Background: an optimization exercise with open tools, aiming at small area, a short achievable clock period and few clock cycles per item. Do not read the settings as production practice.
For this run, only the layout was checked, not whether the RTL still works.
Power is estimated from default activity; no workload was simulated.

==> flow/design.v <==
package npc_pkg;
  localparam int unsigned NumColors = 22;
endpackage
module nearest_palette_color_unit #(
  parameter int unsigned PALETTE_SIZE = 22
) (
  input  logic        clk_i,
  input  logic        rst_ni,
  input  logic        cfg_we_i,
  input  logic [21:0] cfg_wdata_i,
  input  logic        pixel_valid_i,
  output logic        pixel_ready_o,
  input  logic [31:0] pixel_word_i,
  output logic        result_valid_o,
  input  logic        result_ready_i,
  output logic [4:0]  color_index_o,
  output logic        none_enabled_o
);
  function automatic logic [1:0] cmp_join(input logic [1:0] hi, input logic [1:0] lo);
    cmp_join = {hi[1] | (hi[0] & lo[1]), hi[1] | (hi[0] & lo[0])};
  endfunction
  function automatic logic ge_key(input logic [11:0] x, input logic [11:0] y);
    logic [23:0] p;
    logic [23:0] q;
    q = '0;
    for (int k = 0; k < 12; k++) p[2*k +: 2] = {x[k] & ~y[k], x[k] | ~y[k]};
    q[0 +: 2] = cmp_join(p[2 +: 2], p[0 +: 2]);
    q[2 +: 2] = cmp_join(p[6 +: 2], p[4 +: 2]);
    q[4 +: 2] = cmp_join(p[10 +: 2], p[8 +: 2]);
    q[6 +: 2] = cmp_join(p[14 +: 2], p[12 +: 2]);
    q[8 +: 2] = cmp_join(p[18 +: 2], p[16 +: 2]);
    q[10 +: 2] = cmp_join(p[22 +: 2], p[20 +: 2]);
    p[0 +: 2] = cmp_join(q[2 +: 2], q[0 +: 2]);
    p[2 +: 2] = cmp_join(q[6 +: 2], q[4 +: 2]);
    p[4 +: 2] = cmp_join(q[10 +: 2], q[8 +: 2]);
    q[0 +: 2] = cmp_join(p[2 +: 2], p[0 +: 2]);
    q[2 +: 2] = p[4 +: 2];
    p[0 +: 2] = cmp_join(q[2 +: 2], q[0 +: 2]);
    ge_key = p[0];
  endfunction
  logic [21:0] enable_mask_q;
  always_ff @(posedge clk_i or negedge rst_ni) begin
    if (!rst_ni) enable_mask_q <= 22'h3fffff;
    else if (cfg_we_i) enable_mask_q <= cfg_wdata_i;
  end
  logic ready_q;
  logic take_px;
  assign pixel_ready_o = ready_q;
  assign take_px = pixel_valid_i & ready_q;
  logic [23:0] px_q;
  logic [21:0] en_q;
  logic        vin_q;
  logic [30:0] lt_q;
  always_ff @(posedge clk_i) begin
    lt_q[0] <= pixel_word_i[7:0] < 8'd187;
    lt_q[1] <= pixel_word_i[7:0] < 8'd102;
    lt_q[2] <= pixel_word_i[15:8] < 8'd102;
    lt_q[3] <= pixel_word_i[23:16] < 8'd102;
    lt_q[4] <= pixel_word_i[23:16] < 8'd128;
    lt_q[5] <= pixel_word_i[15:8] < 8'd128;
    lt_q[6] <= pixel_word_i[7:0] < 8'd191;
    lt_q[7] <= pixel_word_i[7:0] < 8'd146;
    lt_q[8] <= pixel_word_i[15:8] < 8'd211;
    lt_q[9] <= pixel_word_i[23:16] < 8'd202;
    lt_q[10] <= pixel_word_i[7:0] < 8'd34;
    lt_q[11] <= pixel_word_i[15:8] < 8'd139;
    lt_q[12] <= pixel_word_i[23:16] < 8'd34;
    lt_q[13] <= pixel_word_i[7:0] < 8'd64;
    lt_q[14] <= pixel_word_i[15:8] < 8'd224;
    lt_q[15] <= pixel_word_i[23:16] < 8'd208;
    lt_q[16] <= pixel_word_i[7:0] < 8'd128;
    lt_q[17] <= pixel_word_i[7:0] < 8'd186;
    lt_q[18] <= pixel_word_i[15:8] < 8'd184;
    lt_q[19] <= pixel_word_i[23:16] < 8'd108;
    lt_q[20] <= pixel_word_i[7:0] < 8'd135;
    lt_q[21] <= pixel_word_i[15:8] < 8'd206;
    lt_q[22] <= pixel_word_i[23:16] < 8'd235;
    lt_q[23] <= pixel_word_i[7:0] < 8'd143;
    lt_q[24] <= pixel_word_i[15:8] < 8'd21;
    lt_q[25] <= pixel_word_i[7:0] < 8'd144;
    lt_q[26] <= pixel_word_i[15:8] < 8'd238;
    lt_q[27] <= pixel_word_i[23:16] < 8'd144;
    lt_q[28] <= pixel_word_i[7:0] < 8'd165;
    lt_q[29] <= pixel_word_i[15:8] < 8'd42;
    lt_q[30] <= pixel_word_i[23:16] < 8'd42;
  end
  always_ff @(posedge clk_i) begin
    px_q <= pixel_word_i[23:0];
    en_q <= enable_mask_q;
  end
  always_ff @(posedge clk_i or negedge rst_ni) begin
    if (!rst_ni) vin_q <= 1'b0;
    else vin_q <= take_px;
  end
  logic [7:0] px_r, px_g, px_b;
  assign px_r = px_q[7:0];
  assign px_g = px_q[15:8];
  assign px_b = px_q[23:16];
  logic [7:0] mn_r_187;
  assign mn_r_187 = lt_q[0] ? px_r[7:0] : 8'd187;
  logic [6:0] mn_r_102;
  assign mn_r_102 = lt_q[1] ? px_r[6:0] : 7'd102;
  logic [6:0] mn_g_102;
  assign mn_g_102 = lt_q[2] ? px_g[6:0] : 7'd102;
  logic [6:0] mn_b_102;
  assign mn_b_102 = lt_q[3] ? px_b[6:0] : 7'd102;
  logic [7:0] mn_b_128;
  assign mn_b_128 = lt_q[4] ? px_b[7:0] : 8'd128;
  logic [7:0] mn_g_128;
  assign mn_g_128 = lt_q[5] ? px_g[7:0] : 8'd128;
  logic [7:0] mn_r_191;
  assign mn_r_191 = lt_q[6] ? px_r[7:0] : 8'd191;
  logic [7:0] mn_r_146;
  assign mn_r_146 = lt_q[7] ? px_r[7:0] : 8'd146;
  logic [7:0] mn_g_211;
  assign mn_g_211 = lt_q[8] ? px_g[7:0] : 8'd211;
  logic [7:0] mn_b_202;
  assign mn_b_202 = lt_q[9] ? px_b[7:0] : 8'd202;
  logic [5:0] mn_r_34;
  assign mn_r_34 = lt_q[10] ? px_r[5:0] : 6'd34;
  logic [7:0] mn_g_139;
  assign mn_g_139 = lt_q[11] ? px_g[7:0] : 8'd139;
  logic [5:0] mn_b_34;
  assign mn_b_34 = lt_q[12] ? px_b[5:0] : 6'd34;
  logic [6:0] mn_r_64;
  assign mn_r_64 = lt_q[13] ? px_r[6:0] : 7'd64;
  logic [7:0] mn_g_224;
  assign mn_g_224 = lt_q[14] ? px_g[7:0] : 8'd224;
  logic [7:0] mn_b_208;
  assign mn_b_208 = lt_q[15] ? px_b[7:0] : 8'd208;
  logic [7:0] mn_r_128;
  assign mn_r_128 = lt_q[16] ? px_r[7:0] : 8'd128;
  logic [7:0] mn_r_186;
  assign mn_r_186 = lt_q[17] ? px_r[7:0] : 8'd186;
  logic [7:0] mn_g_184;
  assign mn_g_184 = lt_q[18] ? px_g[7:0] : 8'd184;
  logic [6:0] mn_b_108;
  assign mn_b_108 = lt_q[19] ? px_b[6:0] : 7'd108;
  logic [7:0] mn_r_135;
  assign mn_r_135 = lt_q[20] ? px_r[7:0] : 8'd135;
  logic [7:0] mn_g_206;
  assign mn_g_206 = lt_q[21] ? px_g[7:0] : 8'd206;
  logic [7:0] mn_b_235;
  assign mn_b_235 = lt_q[22] ? px_b[7:0] : 8'd235;
  logic [7:0] mn_r_143;
  assign mn_r_143 = lt_q[23] ? px_r[7:0] : 8'd143;
  logic [4:0] mn_g_21;
  assign mn_g_21 = lt_q[24] ? px_g[4:0] : 5'd21;
  logic [7:0] mn_r_144;
  assign mn_r_144 = lt_q[25] ? px_r[7:0] : 8'd144;
  logic [7:0] mn_g_238;
  assign mn_g_238 = lt_q[26] ? px_g[7:0] : 8'd238;
  logic [7:0] mn_b_144;
  assign mn_b_144 = lt_q[27] ? px_b[7:0] : 8'd144;
  logic [7:0] mn_r_165;
  assign mn_r_165 = lt_q[28] ? px_r[7:0] : 8'd165;
  logic [5:0] mn_g_42;
  assign mn_g_42 = lt_q[29] ? px_g[5:0] : 6'd42;
  logic [5:0] mn_b_42;
  assign mn_b_42 = lt_q[30] ? px_b[5:0] : 6'd42;
  logic [9:0] m1;
  assign m1 = 10'(px_r) + 10'(px_g) + 10'(px_b);
  logic [7:0] m2;
  assign m2 = 8'(px_r);
  logic [7:0] m3;
  assign m3 = 8'(px_g);
  logic [7:0] m4;
  assign m4 = 8'(px_b);
  logic [7:0] m5;
  assign m5 = 8'(mn_r_187);
  logic [8:0] m6;
  assign m6 = 9'(mn_r_102) + 9'(mn_g_102) + 9'(mn_b_102);
  logic [7:0] m7;
  assign m7 = 8'(mn_b_128);
  logic [8:0] m8;
  assign m8 = 9'(mn_g_128) + 9'(mn_b_128);
  logic [8:0] m9;
  assign m9 = 9'(mn_r_191) + 9'(px_g);
  logic [8:0] m10;
  assign m10 = 9'(px_g) + 9'(px_b);
  logic [9:0] m11;
  assign m11 = 10'(mn_r_146) + 10'(mn_g_211) + 10'(mn_b_202);
  logic [7:0] m12;
  assign m12 = 8'(mn_r_34) + 8'(mn_g_139) + 8'(mn_b_34);
  logic [8:0] m13;
  assign m13 = 9'(mn_r_64) + 9'(mn_g_224) + 9'(mn_b_208);
  logic [7:0] m14;
  assign m14 = 8'(mn_r_128);
  logic [8:0] m15;
  assign m15 = 9'(mn_r_128) + 9'(mn_b_128);
  logic [8:0] m16;
  assign m16 = 9'(mn_r_186) + 9'(mn_g_184) + 9'(mn_b_108);
  logic [9:0] m17;
  assign m17 = 10'(mn_r_135) + 10'(mn_g_206) + 10'(mn_b_235);
  logic [7:0] m18;
  assign m18 = 8'(mn_r_143) + 8'(mn_g_21);
  logic [9:0] m19;
  assign m19 = 10'(mn_r_144) + 10'(mn_g_238) + 10'(mn_b_144);
  logic [7:0] m20;
  assign m20 = 8'(mn_r_165) + 8'(mn_g_42) + 8'(mn_b_42);
  logic [8:0] m21;
  assign m21 = 9'(px_r) + 9'(px_g);
  logic [0:0] r0_0_key;
  logic [10:0] r0_1_key;
  logic [8:0] r0_2_key;
  logic [8:0] r0_3_key;
  logic [8:0] r0_4_key;
  logic [8:0] r0_5_key;
  logic [9:0] r0_6_key;
  logic [8:0] r0_7_key;
  logic [9:0] r0_8_key;
  logic [9:0] r0_9_key;
  logic [9:0] r0_10_key;
  logic [10:0] r0_11_key;
  logic [8:0] r0_12_key;
  logic [9:0] r0_13_key;
  logic [8:0] r0_14_key;
  logic [9:0] r0_15_key;
  logic [9:0] r0_16_key;
  logic [10:0] r0_17_key;
  logic [8:0] r0_18_key;
  logic [10:0] r0_19_key;
  logic [8:0] r0_20_key;
  logic [9:0] r0_21_key;
  logic vs0_q;
  always_ff @(posedge clk_i) begin
    r0_0_key <= en_q[0];
    r0_1_key <= {en_q[1], m1};
    r0_2_key <= {en_q[2], m2};
    r0_3_key <= {en_q[3], m3};
    r0_4_key <= {en_q[4], m4};
    r0_5_key <= {en_q[5], m5};
    r0_6_key <= {en_q[6], m6};
    r0_7_key <= {en_q[7], m7};
    r0_8_key <= {en_q[8], m8};
    r0_9_key <= {en_q[9], m9};
    r0_10_key <= {en_q[10], m10};
    r0_11_key <= {en_q[11], m11};
    r0_12_key <= {en_q[12], m12};
    r0_13_key <= {en_q[13], m13};
    r0_14_key <= {en_q[14], m14};
    r0_15_key <= {en_q[15], m15};
    r0_16_key <= {en_q[16], m16};
    r0_17_key <= {en_q[17], m17};
    r0_18_key <= {en_q[18], m18};
    r0_19_key <= {en_q[19], m19};
    r0_20_key <= {en_q[20], m20};
    r0_21_key <= {en_q[21], m21};
  end
  always_ff @(posedge clk_i or negedge rst_ni) begin
    if (!rst_ni) vs0_q <= 1'b0;
    else vs0_q <= vin_q;
  end
  logic [11:0] k0;
  assign k0 = {r0_0_key, 10'd383, 1'b1};
  logic [11:0] k1;
  assign k1 = {r0_1_key[10], 10'(r0_1_key[9:0]) + 10'd1, 1'b0};
  logic [11:0] k2;
  assign k2 = {r0_2_key[8], 10'(r0_2_key[7:0]) + 10'd256, 1'b0};
  logic [11:0] k3;
  assign k3 = {r0_3_key[8], 10'(r0_3_key[7:0]) + 10'd256, 1'b0};
  logic [11:0] k4;
  assign k4 = {r0_4_key[8], 10'(r0_4_key[7:0]) + 10'd256, 1'b0};
  logic [11:0] k5;
  assign k5 = {r0_5_key[8], 10'(r0_5_key[7:0]) + 10'd290, 1'b0};
  logic [11:0] k6;
  assign k6 = {r0_6_key[9], 10'(r0_6_key[8:0]) + 10'd230, 1'b1};
  logic [11:0] k7;
  assign k7 = {r0_7_key[8], 10'(r0_7_key[7:0]) + 10'd319, 1'b1};
  logic [11:0] k8;
  assign k8 = {r0_8_key[9], 10'(r0_8_key[8:0]) + 10'd255, 1'b1};
  logic [11:0] k9;
  assign k9 = {r0_9_key[9], 10'(r0_9_key[8:0]) + 10'd160, 1'b1};
  logic [11:0] k10;
  assign k10 = {r0_10_key[9], 10'(r0_10_key[8:0]) + 10'd128, 1'b1};
  logic [11:0] k11;
  assign k11 = {r0_11_key[10], 10'(r0_11_key[9:0]) + 10'd104, 1'b0};
  logic [11:0] k12;
  assign k12 = {r0_12_key[8], 10'(r0_12_key[7:0]) + 10'd280, 1'b0};
  logic [11:0] k13;
  assign k13 = {r0_13_key[9], 10'(r0_13_key[8:0]) + 10'd135, 1'b1};
  logic [11:0] k14;
  assign k14 = {r0_14_key[8], 10'(r0_14_key[7:0]) + 10'd319, 1'b1};
  logic [11:0] k15;
  assign k15 = {r0_15_key[9], 10'(r0_15_key[8:0]) + 10'd255, 1'b1};
  logic [11:0] k16;
  assign k16 = {r0_16_key[9], 10'(r0_16_key[8:0]) + 10'd144, 1'b1};
  logic [11:0] k17;
  assign k17 = {r0_17_key[10], 10'(r0_17_key[9:0]) + 10'd95, 1'b1};
  logic [11:0] k18;
  assign k18 = {r0_18_key[8], 10'(r0_18_key[7:0]) + 10'd301, 1'b1};
  logic [11:0] k19;
  assign k19 = {r0_19_key[10], 10'(r0_19_key[9:0]) + 10'd120, 1'b1};
  logic [11:0] k20;
  assign k20 = {r0_20_key[8], 10'(r0_20_key[7:0]) + 10'd259, 1'b0};
  logic [11:0] k21;
  assign k21 = {r0_21_key[9], 10'(r0_21_key[8:0]) + 10'd128, 1'b1};
  logic [11:0] t1_0_key;
  logic [0:0] t1_0_idx;
  logic t1_0_ge01;
  assign t1_0_ge01 = ge_key(k0, k1);
  logic t1_0_w0;
  assign t1_0_w0 = t1_0_ge01;
  logic t1_0_w1;
  assign t1_0_w1 = !t1_0_ge01;
  assign t1_0_key = t1_0_w0 ? k0 : k1;
  assign t1_0_idx = 1'(t1_0_w0 ? 1'd0 : 1'd1);
  logic [11:0] t1_1_key;
  logic [0:0] t1_1_idx;
  logic t1_1_ge01;
  assign t1_1_ge01 = ge_key(k2, k3);
  logic t1_1_w0;
  assign t1_1_w0 = t1_1_ge01;
  logic t1_1_w1;
  assign t1_1_w1 = !t1_1_ge01;
  assign t1_1_key = t1_1_w0 ? k2 : k3;
  assign t1_1_idx = 1'(t1_1_w0 ? 1'd0 : 1'd1);
  logic [11:0] t1_2_key;
  logic [0:0] t1_2_idx;
  logic t1_2_ge01;
  assign t1_2_ge01 = ge_key(k4, k5);
  logic t1_2_w0;
  assign t1_2_w0 = t1_2_ge01;
  logic t1_2_w1;
  assign t1_2_w1 = !t1_2_ge01;
  assign t1_2_key = t1_2_w0 ? k4 : k5;
  assign t1_2_idx = 1'(t1_2_w0 ? 1'd0 : 1'd1);
  logic [11:0] t1_3_key;
  logic [0:0] t1_3_idx;
  logic t1_3_ge01;
  assign t1_3_ge01 = ge_key(k6, k7);
  logic t1_3_w0;
  assign t1_3_w0 = t1_3_ge01;
  logic t1_3_w1;
  assign t1_3_w1 = !t1_3_ge01;
  assign t1_3_key = t1_3_w0 ? k6 : k7;
  assign t1_3_idx = 1'(t1_3_w0 ? 1'd0 : 1'd1);
  logic [11:0] t1_4_key;
  logic [0:0] t1_4_idx;
  logic t1_4_ge01;
  assign t1_4_ge01 = ge_key(k8, k9);
  logic t1_4_w0;
  assign t1_4_w0 = t1_4_ge01;
  logic t1_4_w1;
  assign t1_4_w1 = !t1_4_ge01;
  assign t1_4_key = t1_4_w0 ? k8 : k9;
  assign t1_4_idx = 1'(t1_4_w0 ? 1'd0 : 1'd1);
  logic [11:0] t1_5_key;
  logic [0:0] t1_5_idx;
  logic t1_5_ge01;
  assign t1_5_ge01 = ge_key(k10, k11);
  logic t1_5_w0;
  assign t1_5_w0 = t1_5_ge01;
  logic t1_5_w1;
  assign t1_5_w1 = !t1_5_ge01;
  assign t1_5_key = t1_5_w0 ? k10 : k11;
  assign t1_5_idx = 1'(t1_5_w0 ? 1'd0 : 1'd1);
  logic [11:0] t1_6_key;
  logic [0:0] t1_6_idx;
  logic t1_6_ge01;
  assign t1_6_ge01 = ge_key(k12, k13);
  logic t1_6_w0;
  assign t1_6_w0 = t1_6_ge01;
  logic t1_6_w1;
  assign t1_6_w1 = !t1_6_ge01;
  assign t1_6_key = t1_6_w0 ? k12 : k13;
  assign t1_6_idx = 1'(t1_6_w0 ? 1'd0 : 1'd1);
  logic [11:0] t1_7_key;
  logic [0:0] t1_7_idx;
  logic t1_7_ge01;
  assign t1_7_ge01 = ge_key(k14, k15);
  logic t1_7_w0;
  assign t1_7_w0 = t1_7_ge01;
  logic t1_7_w1;
  assign t1_7_w1 = !t1_7_ge01;
  assign t1_7_key = t1_7_w0 ? k14 : k15;
  assign t1_7_idx = 1'(t1_7_w0 ? 1'd0 : 1'd1);
  logic [11:0] t1_8_key;
  logic [0:0] t1_8_idx;
  logic t1_8_ge01;
  assign t1_8_ge01 = ge_key(k16, k17);
  logic t1_8_w0;
  assign t1_8_w0 = t1_8_ge01;
  logic t1_8_w1;
  assign t1_8_w1 = !t1_8_ge01;
  assign t1_8_key = t1_8_w0 ? k16 : k17;
  assign t1_8_idx = 1'(t1_8_w0 ? 1'd0 : 1'd1);
  logic [11:0] t1_9_key;
  logic [0:0] t1_9_idx;
  logic t1_9_ge01;
  assign t1_9_ge01 = ge_key(k18, k19);
  logic t1_9_w0;
  assign t1_9_w0 = t1_9_ge01;
  logic t1_9_w1;
  assign t1_9_w1 = !t1_9_ge01;
  assign t1_9_key = t1_9_w0 ? k18 : k19;
  assign t1_9_idx = 1'(t1_9_w0 ? 1'd0 : 1'd1);
  logic [11:0] t1_10_key;
  logic [0:0] t1_10_idx;
  logic t1_10_ge01;
  assign t1_10_ge01 = ge_key(k20, k21);
  logic t1_10_w0;
  assign t1_10_w0 = t1_10_ge01;
  logic t1_10_w1;
  assign t1_10_w1 = !t1_10_ge01;
  assign t1_10_key = t1_10_w0 ? k20 : k21;
  assign t1_10_idx = 1'(t1_10_w0 ? 1'd0 : 1'd1);
  logic [11:0] t2_0_key;
  logic [1:0] t2_0_idx;
  logic t2_0_ge01;
  assign t2_0_ge01 = ge_key(t1_0_key, t1_1_key);
  logic t2_0_w0;
  assign t2_0_w0 = t2_0_ge01;
  logic t2_0_w1;
  assign t2_0_w1 = !t2_0_ge01;
  assign t2_0_key = t2_0_w0 ? t1_0_key : t1_1_key;
  assign t2_0_idx = 2'(t2_0_w0 ? {1'd0, t1_0_idx} : {1'd1, t1_1_idx});
  logic [11:0] t2_1_key;
  logic [1:0] t2_1_idx;
  logic t2_1_ge01;
  assign t2_1_ge01 = ge_key(t1_2_key, t1_3_key);
  logic t2_1_w0;
  assign t2_1_w0 = t2_1_ge01;
  logic t2_1_w1;
  assign t2_1_w1 = !t2_1_ge01;
  assign t2_1_key = t2_1_w0 ? t1_2_key : t1_3_key;
  assign t2_1_idx = 2'(t2_1_w0 ? {1'd0, t1_2_idx} : {1'd1, t1_3_idx});
  logic [11:0] t2_2_key;
  logic [1:0] t2_2_idx;
  logic t2_2_ge01;
  assign t2_2_ge01 = ge_key(t1_4_key, t1_5_key);
  logic t2_2_w0;
  assign t2_2_w0 = t2_2_ge01;
  logic t2_2_w1;
  assign t2_2_w1 = !t2_2_ge01;
  assign t2_2_key = t2_2_w0 ? t1_4_key : t1_5_key;
  assign t2_2_idx = 2'(t2_2_w0 ? {1'd0, t1_4_idx} : {1'd1, t1_5_idx});
  logic [11:0] t2_3_key;
  logic [1:0] t2_3_idx;
  logic t2_3_ge01;
  assign t2_3_ge01 = ge_key(t1_6_key, t1_7_key);
  logic t2_3_w0;
  assign t2_3_w0 = t2_3_ge01;
  logic t2_3_w1;
  assign t2_3_w1 = !t2_3_ge01;
  assign t2_3_key = t2_3_w0 ? t1_6_key : t1_7_key;
  assign t2_3_idx = 2'(t2_3_w0 ? {1'd0, t1_6_idx} : {1'd1, t1_7_idx});
  logic [11:0] t2_4_key;
  logic [1:0] t2_4_idx;
  logic t2_4_ge01;
  assign t2_4_ge01 = ge_key(t1_8_key, t1_9_key);
  logic t2_4_w0;
  assign t2_4_w0 = t2_4_ge01;
  logic t2_4_w1;
  assign t2_4_w1 = !t2_4_ge01;
  assign t2_4_key = t2_4_w0 ? t1_8_key : t1_9_key;
  assign t2_4_idx = 2'(t2_4_w0 ? {1'd0, t1_8_idx} : {1'd1, t1_9_idx});
  logic [11:0] t2_5_key;
  logic [1:0] t2_5_idx;
  assign t2_5_key = t1_10_key;
  assign t2_5_idx = 2'(t1_10_idx);
  logic [11:0] r2_0_key;
  logic [1:0] r2_0_idx;
  logic [11:0] r2_1_key;
  logic [1:0] r2_1_idx;
  logic [11:0] r2_2_key;
  logic [1:0] r2_2_idx;
  logic [11:0] r2_3_key;
  logic [1:0] r2_3_idx;
  logic [11:0] r2_4_key;
  logic [1:0] r2_4_idx;
  logic [11:0] r2_5_key;
  logic [1:0] r2_5_idx;
  logic vs2_q;
  always_ff @(posedge clk_i) begin
    r2_0_key <= t2_0_key;
    r2_0_idx <= t2_0_idx;
    r2_1_key <= t2_1_key;
    r2_1_idx <= t2_1_idx;
    r2_2_key <= t2_2_key;
    r2_2_idx <= t2_2_idx;
    r2_3_key <= t2_3_key;
    r2_3_idx <= t2_3_idx;
    r2_4_key <= t2_4_key;
    r2_4_idx <= t2_4_idx;
    r2_5_key <= t2_5_key;
    r2_5_idx <= t2_5_idx;
  end
  always_ff @(posedge clk_i or negedge rst_ni) begin
    if (!rst_ni) vs2_q <= 1'b0;
    else vs2_q <= vs0_q;
  end
  logic [11:0] t3_0_key;
  logic [2:0] t3_0_idx;
  logic t3_0_ge01;
  assign t3_0_ge01 = ge_key(r2_0_key, r2_1_key);
  logic t3_0_w0;
  assign t3_0_w0 = t3_0_ge01;
  logic t3_0_w1;
  assign t3_0_w1 = !t3_0_ge01;
  assign t3_0_key = t3_0_w0 ? r2_0_key : r2_1_key;
  assign t3_0_idx = 3'(t3_0_w0 ? {1'd0, r2_0_idx} : {1'd1, r2_1_idx});
  logic [11:0] t3_1_key;
  logic [2:0] t3_1_idx;
  logic t3_1_ge01;
  assign t3_1_ge01 = ge_key(r2_2_key, r2_3_key);
  logic t3_1_w0;
  assign t3_1_w0 = t3_1_ge01;
  logic t3_1_w1;
  assign t3_1_w1 = !t3_1_ge01;
  assign t3_1_key = t3_1_w0 ? r2_2_key : r2_3_key;
  assign t3_1_idx = 3'(t3_1_w0 ? {1'd0, r2_2_idx} : {1'd1, r2_3_idx});
  logic [11:0] t3_2_key;
  logic [2:0] t3_2_idx;
  logic t3_2_ge01;
  assign t3_2_ge01 = ge_key(r2_4_key, r2_5_key);
  logic t3_2_w0;
  assign t3_2_w0 = t3_2_ge01;
  logic t3_2_w1;
  assign t3_2_w1 = !t3_2_ge01;
  assign t3_2_key = t3_2_w0 ? r2_4_key : r2_5_key;
  assign t3_2_idx = 3'(t3_2_w0 ? {1'd0, r2_4_idx} : {1'd1, r2_5_idx});
  logic [11:0] t4_0_key;
  logic [3:0] t4_0_idx;
  logic t4_0_ge01;
  assign t4_0_ge01 = ge_key(t3_0_key, t3_1_key);
  logic t4_0_w0;
  assign t4_0_w0 = t4_0_ge01;
  logic t4_0_w1;
  assign t4_0_w1 = !t4_0_ge01;
  assign t4_0_key = t4_0_w0 ? t3_0_key : t3_1_key;
  assign t4_0_idx = 4'(t4_0_w0 ? {1'd0, t3_0_idx} : {1'd1, t3_1_idx});
  logic [11:0] t4_1_key;
  logic [3:0] t4_1_idx;
  assign t4_1_key = t3_2_key;
  assign t4_1_idx = 4'(t3_2_idx);
  logic [11:0] r4_0_key;
  logic [3:0] r4_0_idx;
  logic [11:0] r4_1_key;
  logic [3:0] r4_1_idx;
  logic vs4_q;
  always_ff @(posedge clk_i) begin
    r4_0_key <= t4_0_key;
    r4_0_idx <= t4_0_idx;
    r4_1_key <= t4_1_key;
    r4_1_idx <= t4_1_idx;
  end
  always_ff @(posedge clk_i or negedge rst_ni) begin
    if (!rst_ni) vs4_q <= 1'b0;
    else vs4_q <= vs2_q;
  end
  logic [11:0] t5_0_key;
  logic [4:0] t5_0_idx;
  logic t5_0_ge01;
  assign t5_0_ge01 = ge_key(r4_0_key, r4_1_key);
  logic t5_0_w0;
  assign t5_0_w0 = t5_0_ge01;
  logic t5_0_w1;
  assign t5_0_w1 = !t5_0_ge01;
  assign t5_0_key = t5_0_w0 ? r4_0_key : r4_1_key;
  assign t5_0_idx = 5'(t5_0_w0 ? {1'd0, r4_0_idx} : {1'd1, r4_1_idx});
  logic [5:0] res;
  logic      res_v;
  assign res = {!t5_0_key[11], t5_0_key[11] ? 5'(t5_0_idx) : 5'd0};
  assign res_v = vs4_q;
  logic [5:0] q_v;
  logic [5:0] q0_q;
  logic [4:0] q1_q;
  logic [4:0] q2_q;
  logic [4:0] q3_q;
  logic [4:0] q4_q;
  logic [4:0] q5_q;
  logic [4:0] res_code;
  logic [5:0] q1_full;
  assign res_code = res[4:0] | {5{res[5]}};
  assign q1_full = {&q1_q, q1_q & {5{~&q1_q}}};
  logic take_res;
  assign take_res = q_v[0] & result_ready_i;
  assign result_valid_o = q_v[0];
  assign color_index_o = q0_q[4:0];
  assign none_enabled_o = q0_q[5];
  logic [5:0] sh_v;
  logic [5:0] nx_v;
  assign sh_v = take_res ? (q_v >> 1) : q_v;
  assign nx_v = sh_v | (res_v ? ((sh_v + 1'b1) & ~sh_v) : '0);
  always_ff @(posedge clk_i) begin
    q0_q <= sh_v[0] ? (take_res ? q1_full : q0_q) : res;
    q1_q <= sh_v[1] ? (take_res ? q2_q : q1_q) : res_code;
    q2_q <= sh_v[2] ? (take_res ? q3_q : q2_q) : res_code;
    q3_q <= sh_v[3] ? (take_res ? q4_q : q3_q) : res_code;
    q4_q <= sh_v[4] ? (take_res ? q5_q : q4_q) : res_code;
    q5_q <= sh_v[5] ? q5_q : res_code;
  end
  always_ff @(posedge clk_i or negedge rst_ni) begin
    if (!rst_ni) q_v <= '0;
    else q_v <= nx_v;
  end
  logic [2:0] occ_q;
  logic [2:0] occ_nx;
  assign occ_nx = occ_q + 3'(take_px) - 3'(take_res);
  always_ff @(posedge clk_i or negedge rst_ni) begin
    if (!rst_ni) begin
      occ_q   <= '0;
      ready_q <= 1'b0;
    end else begin
      occ_q   <= occ_nx;
      ready_q <= occ_nx < 3'd6;
    end
  end
endmodule
==> flow/run.sh <==
#!/bin/bash
# synth_recipe.tcl (not shown) runs the flow's synth.tcl, then flattens the netlist and writes it again
# the make line also repeats each setting of config.mk as NAME=value (left out here)
make -C /OpenROAD-flow-scripts/flow DESIGN_CONFIG=/design/flow/config.mk WORK_HOME=/design/flow/orfs CLKGATE_MAP_FILE= SYNTH_SCRIPT=/design/flow/synth_recipe.tcl finish
==> flow/config.mk <==
export PLATFORM = sky130hd
export DESIGN_NAME = nearest_palette_color_unit
export DESIGN_NICKNAME = nearest_palette_color_unit
export VERILOG_FILES = /design/flow/design.v
export SDC_FILE = /design/flow/constraint.sdc
export NUM_CORES = 4
export LEC_CHECK = 0
export ABC_AREA = 1
export CAP_MARGIN = 20
export CORE_MARGIN = 2
export CORE_UTILIZATION = 40
export SETUP_SLACK_MARGIN = 2.7
export SLEW_MARGIN = 20
==> flow/constraint.sdc <==
create_clock -name core_clock -period 5.5 [get_ports {clk_i}]
set_input_delay 1.1000 -clock core_clock [delete_from_list [all_inputs] [get_ports {clk_i}]]
set_output_delay 1.1000 -clock core_clock [all_outputs]
set_load 0.01 [all_outputs]
==> metrics.yaml <==
status: "timing/DRC/antenna clean"
regArea_um2: 9860
syn-cell-area_um2: 27700
intPower_mw: 13.1
vdd_drop_max_mv: 0.519
setup_viol: 0
grt-ovfl-total: 0
p_per_area_nw_per_um2: 707
synthTopCellsByCount: "nand2_1 (1198), inv_1 (692), dfxtp_1 (394), nor2_1 (294), nand3_1 (257)"
synth-main-ff-cell: "dfxtp_1"
path_clk_slew_ns: 0.06
cts-htree-levels: 2
antenna_found_initial: 0
synth_edf_count: 31
drive_gt1_share_pct: 24.4
cts-root-buf: "clkbuf_16"
drt_iter0_markers: 1539
synth.avg_cell_area_um2: 7.09
yosysTopAreaCellShare_pct: 28.5
first_pass_iters: 5
slowest_stage: "dfxtp_2"
post-route-period-util_pct: 54.1
yosysUniqueCellTypes: 60
tns_ns: 0
grt_max_degree: 37
critPathKind: "reg2reg"
end_kind: "register"
hold_viol: 0
grt_first_pass_wirelength_um: 120000
synth_seq_area_share_pct: 35.2
cts_buffer_depth: 3
start_kind: "register"
grt_pass1_vias: 22900
maxCapViolCount: 0
fin_crit_ns: 2.97
rsz0062_at_grt: "true"
p_sw_share_pct: 48.1
cts_tree: "yes"
crit_chain: "inv_2 > ha_4 > inv_2 > nor2_4 > nand3_4 > o21ai_4 > nand2_2 > nand2_2 > nand3_4 > nor2_4 > nor2_4 > buf_12 > nand2_8 > clkinv_8 > o21ai_4 > or2_1 > nand2_2 > a21oi_4 > buf_12 > nand2_8 > nand2_4 > nand2_4"
rows: 96
nets: 4432
core-area_um2: 68600
slew_headroom_pct: 32.0
clk_latency_ns: 0.63
maxSlewViolCount: 0
routedWlPerCell_um: 15.4
drc: 0
ant_nets: 0
p_clk_share_pct: 14.9
multiInputGateArea_um2: 17600
die_w_um: 267
die-area_um2: 71400
cp_max_fo: 8
gp_congestion: 0.893
synthArstFlopShare_pct: 7.81
yosysTopAreaCell: "dfxtp_1"
worst_slew_pin_slew_ns: 1.02
crit_required_ns: 5.96
start_util_pct: 40.4
comb_power_share_pct: 64.0
switching_power_mw: 12.2
cp_num_buf_inv: 5
p_leak_nw: 18.2
synth.most_common_cell: "nand2_1"
ys_seq_elements: 461
synth_fp_nets: 4176
viasPerCell: 4.79
area_growth_pct: 29.3
critical_path_arrival_ns: 3.43
port_buffers: 58
cts_sinks: 461
num_vias: 24600
cp_top_family: "simple AND/OR/NAND/NOR gates"
timing.fmax_mhz: 336
track_usage_pct: 21.4
io_pins: 67
dp_hpwl_um: 55900
fill_cells: 6425
skew_ns: 0.0530
syn_inst: 3909
drt-total-wl_um: 79300
cts_buffers: 52
ys_warn_count: 1
seqPwrFrac_pct: 21.1
die_y_um: 267
holdWs_ns: 0.321
max_stage_delay_ns: 0.33
synth.area.top_cells: "dfxtp_1 (28%), nand2_1 (16%), inv_1 (9.4%)"
worstHoldPathType: "reg2reg"
==> final cells by class <==
cell class                      count  area share, %
Clock buffer                       63           4.03
Timing Repair Buffer              257           6.97
Clock inverter                     35           1.26
Antenna cell                        1        0.00699
Tap cell                          931           3.25
Inverter                          711           7.67
Multi-Input combinational cell   2682           49.3
Sequential cell                   461           27.5
==> worst reg2reg max path, cell delays in order, from the launching register on <==
cell	delay, ns
dfxtp_2	0.33
inv_2	0.08
ha_4	0.13
inv_2	0.04
nor2_4	0.13
nand3_4	0.11
o21ai_4	0.16
nand2_2	0.10
nand2_2	0.09
nand3_4	0.10
nor2_4	0.11
nor2_4	0.05
buf_12	0.15
nand2_8	0.14
clkinv_8	0.09
o21ai_4	0.17
or2_1	0.16
nand2_2	0.07
a21oi_4	0.20
buf_12	0.15
nand2_8	0.10
nand2_4	0.10
nand2_4	0.07
==> final timing paths <==
path                             startpoint            to  slack, ns  cells after the start
max in group asynchronous            rst_ni       ready_q       4.49                      2
worst max register to register  r0_8_key[0]   r2_2_key[8]       2.53                     22
worst max-delay path            r0_8_key[0]   r2_2_key[8]       2.53                     22
min in group asynchronous            rst_ni        q_v[4]       0.61                      2
worst min register to register     en_q[18]  r0_18_key[8]       0.32                      0
worst min-delay path               en_q[18]  r0_18_key[8]       0.32                      0
==> sequential cells by signal, indices dropped and copies added (netlist names), 12 cells and up <==
name           flops
en_q              22
enable_mask_q     22
lt_q              31
px_q              24
r2_0_key          12
r2_1_key          12
r2_2_key          12
r2_3_key          12
r2_5_key          12
r4_0_key          12
r4_1_key          12
==> through the flow <==
step | power, mW | cells | setup WS, ns | instance area (um2) | util [%]
3_5_place_dp | 15.6 | 4843 | 1.75 | 29200 | 42.5
3_3_place_gp | 15.5 | 4843 | 1.78 | 29200 | 42.5
5_1_grt | 27.2 | 5140 | 2.44 | 35800 | 52.2
6_report | 25.3 | 5141 | 2.53 | 35800 | 52.2
2_1_floorplan | 13.4 | 3909 | 2.83 | 27700 | -
4_1_cts | 21.8 | 5044 | 2.62 | 32900 | 48.0
==> cells by family (layout without fill, tap and decap cells) <==
group,Yosys count,after routing,share of synthesized area [%]
AOI/OAI and AO/OA,423,423,8.81
xor gates and xnor gates,118,118,3.76
adders and majority gates,209,209,11.6
buffers and inverters,782,1066,11.1
DFF,461,461,35.2
muxes,25,25,1.00
other,0,1,0
and+or+nand+nor,1891,1907,28.5
==> cell usage in the layout, fill, tap and decap left out, types with 97 or more instances in the layout <==
cell type  netlist  final
nand3_1        257    190
ha_1           127    108
inv_1          692    643
nand2_2         28    203
nand2_1       1198    964
nor2_1         294    262
a21oi_1        123     97
o21ai_0        156    112
buf_4           12    138
dfxtp_1        394    333
==> timing repair <==
item,in CTS,in global routing
pin swaps,83,237
setup endpoints to repair,148,132
hold buffers,0,0
cloned,14,5
buffers inserted,89,91
gates resized for setup,292,581
==> power groups by stage <==
| stage | Sequential [mW] | Clock (mW) | Combinational (mW) |
|---|---|---|---|
| 6_report | 5.34 | 3.78 | 16.2 |
| 5_1_grt | 5.45 | 4.00 | 17.8 |
| 4_1_cts | 5.29 | 3.85 | 12.7 |
| 3_5_place_dp | 5.34 | 0 | 10.3 |
| 3_3_place_gp | 5.33 | 0 | 10.2 |
| 2_1_floorplan | 5.04 | 0 | 8.35 |
==> routing by layer <==
layer  track usage, %  up-vias  part of all wire, %
met5                0        -                    0
met4             7.08        0                  3.3
met3             2.93      148                  5.2
met2             35.7      540                   47
met1             28.6    11300                   45
li1                 -    12600                    -

## static timing again, ports no longer ideal
No port has a modelled driver above. Below, the same layout with a new extraction and two added sets of constraints.
Step 1 assumes that a clkbuf_16 drives the clock port and a buf_2 every other input.
Step 2 moves the port delays by t, midway between the first and last clock arrival at a register: inputs arrive t later, outputs are due t later. That takes back most of the time a late clock gives input paths.
a / b / c = ideal / step 1 / step 2; a / b = the first two.
t, ns: 0.661
setup slack, ns: 2.527 / 2.527 / 2.336
worst setup path at the end: input to register
worst register clock-pin slew, ns: 0.07 / 0.07
cell pins on the clock port's net: 1
After both steps setup and hold are still met in this run. For this run, drivers alone change the setup slack by 0.000 ns; drivers and shift together by -0.191 ns.
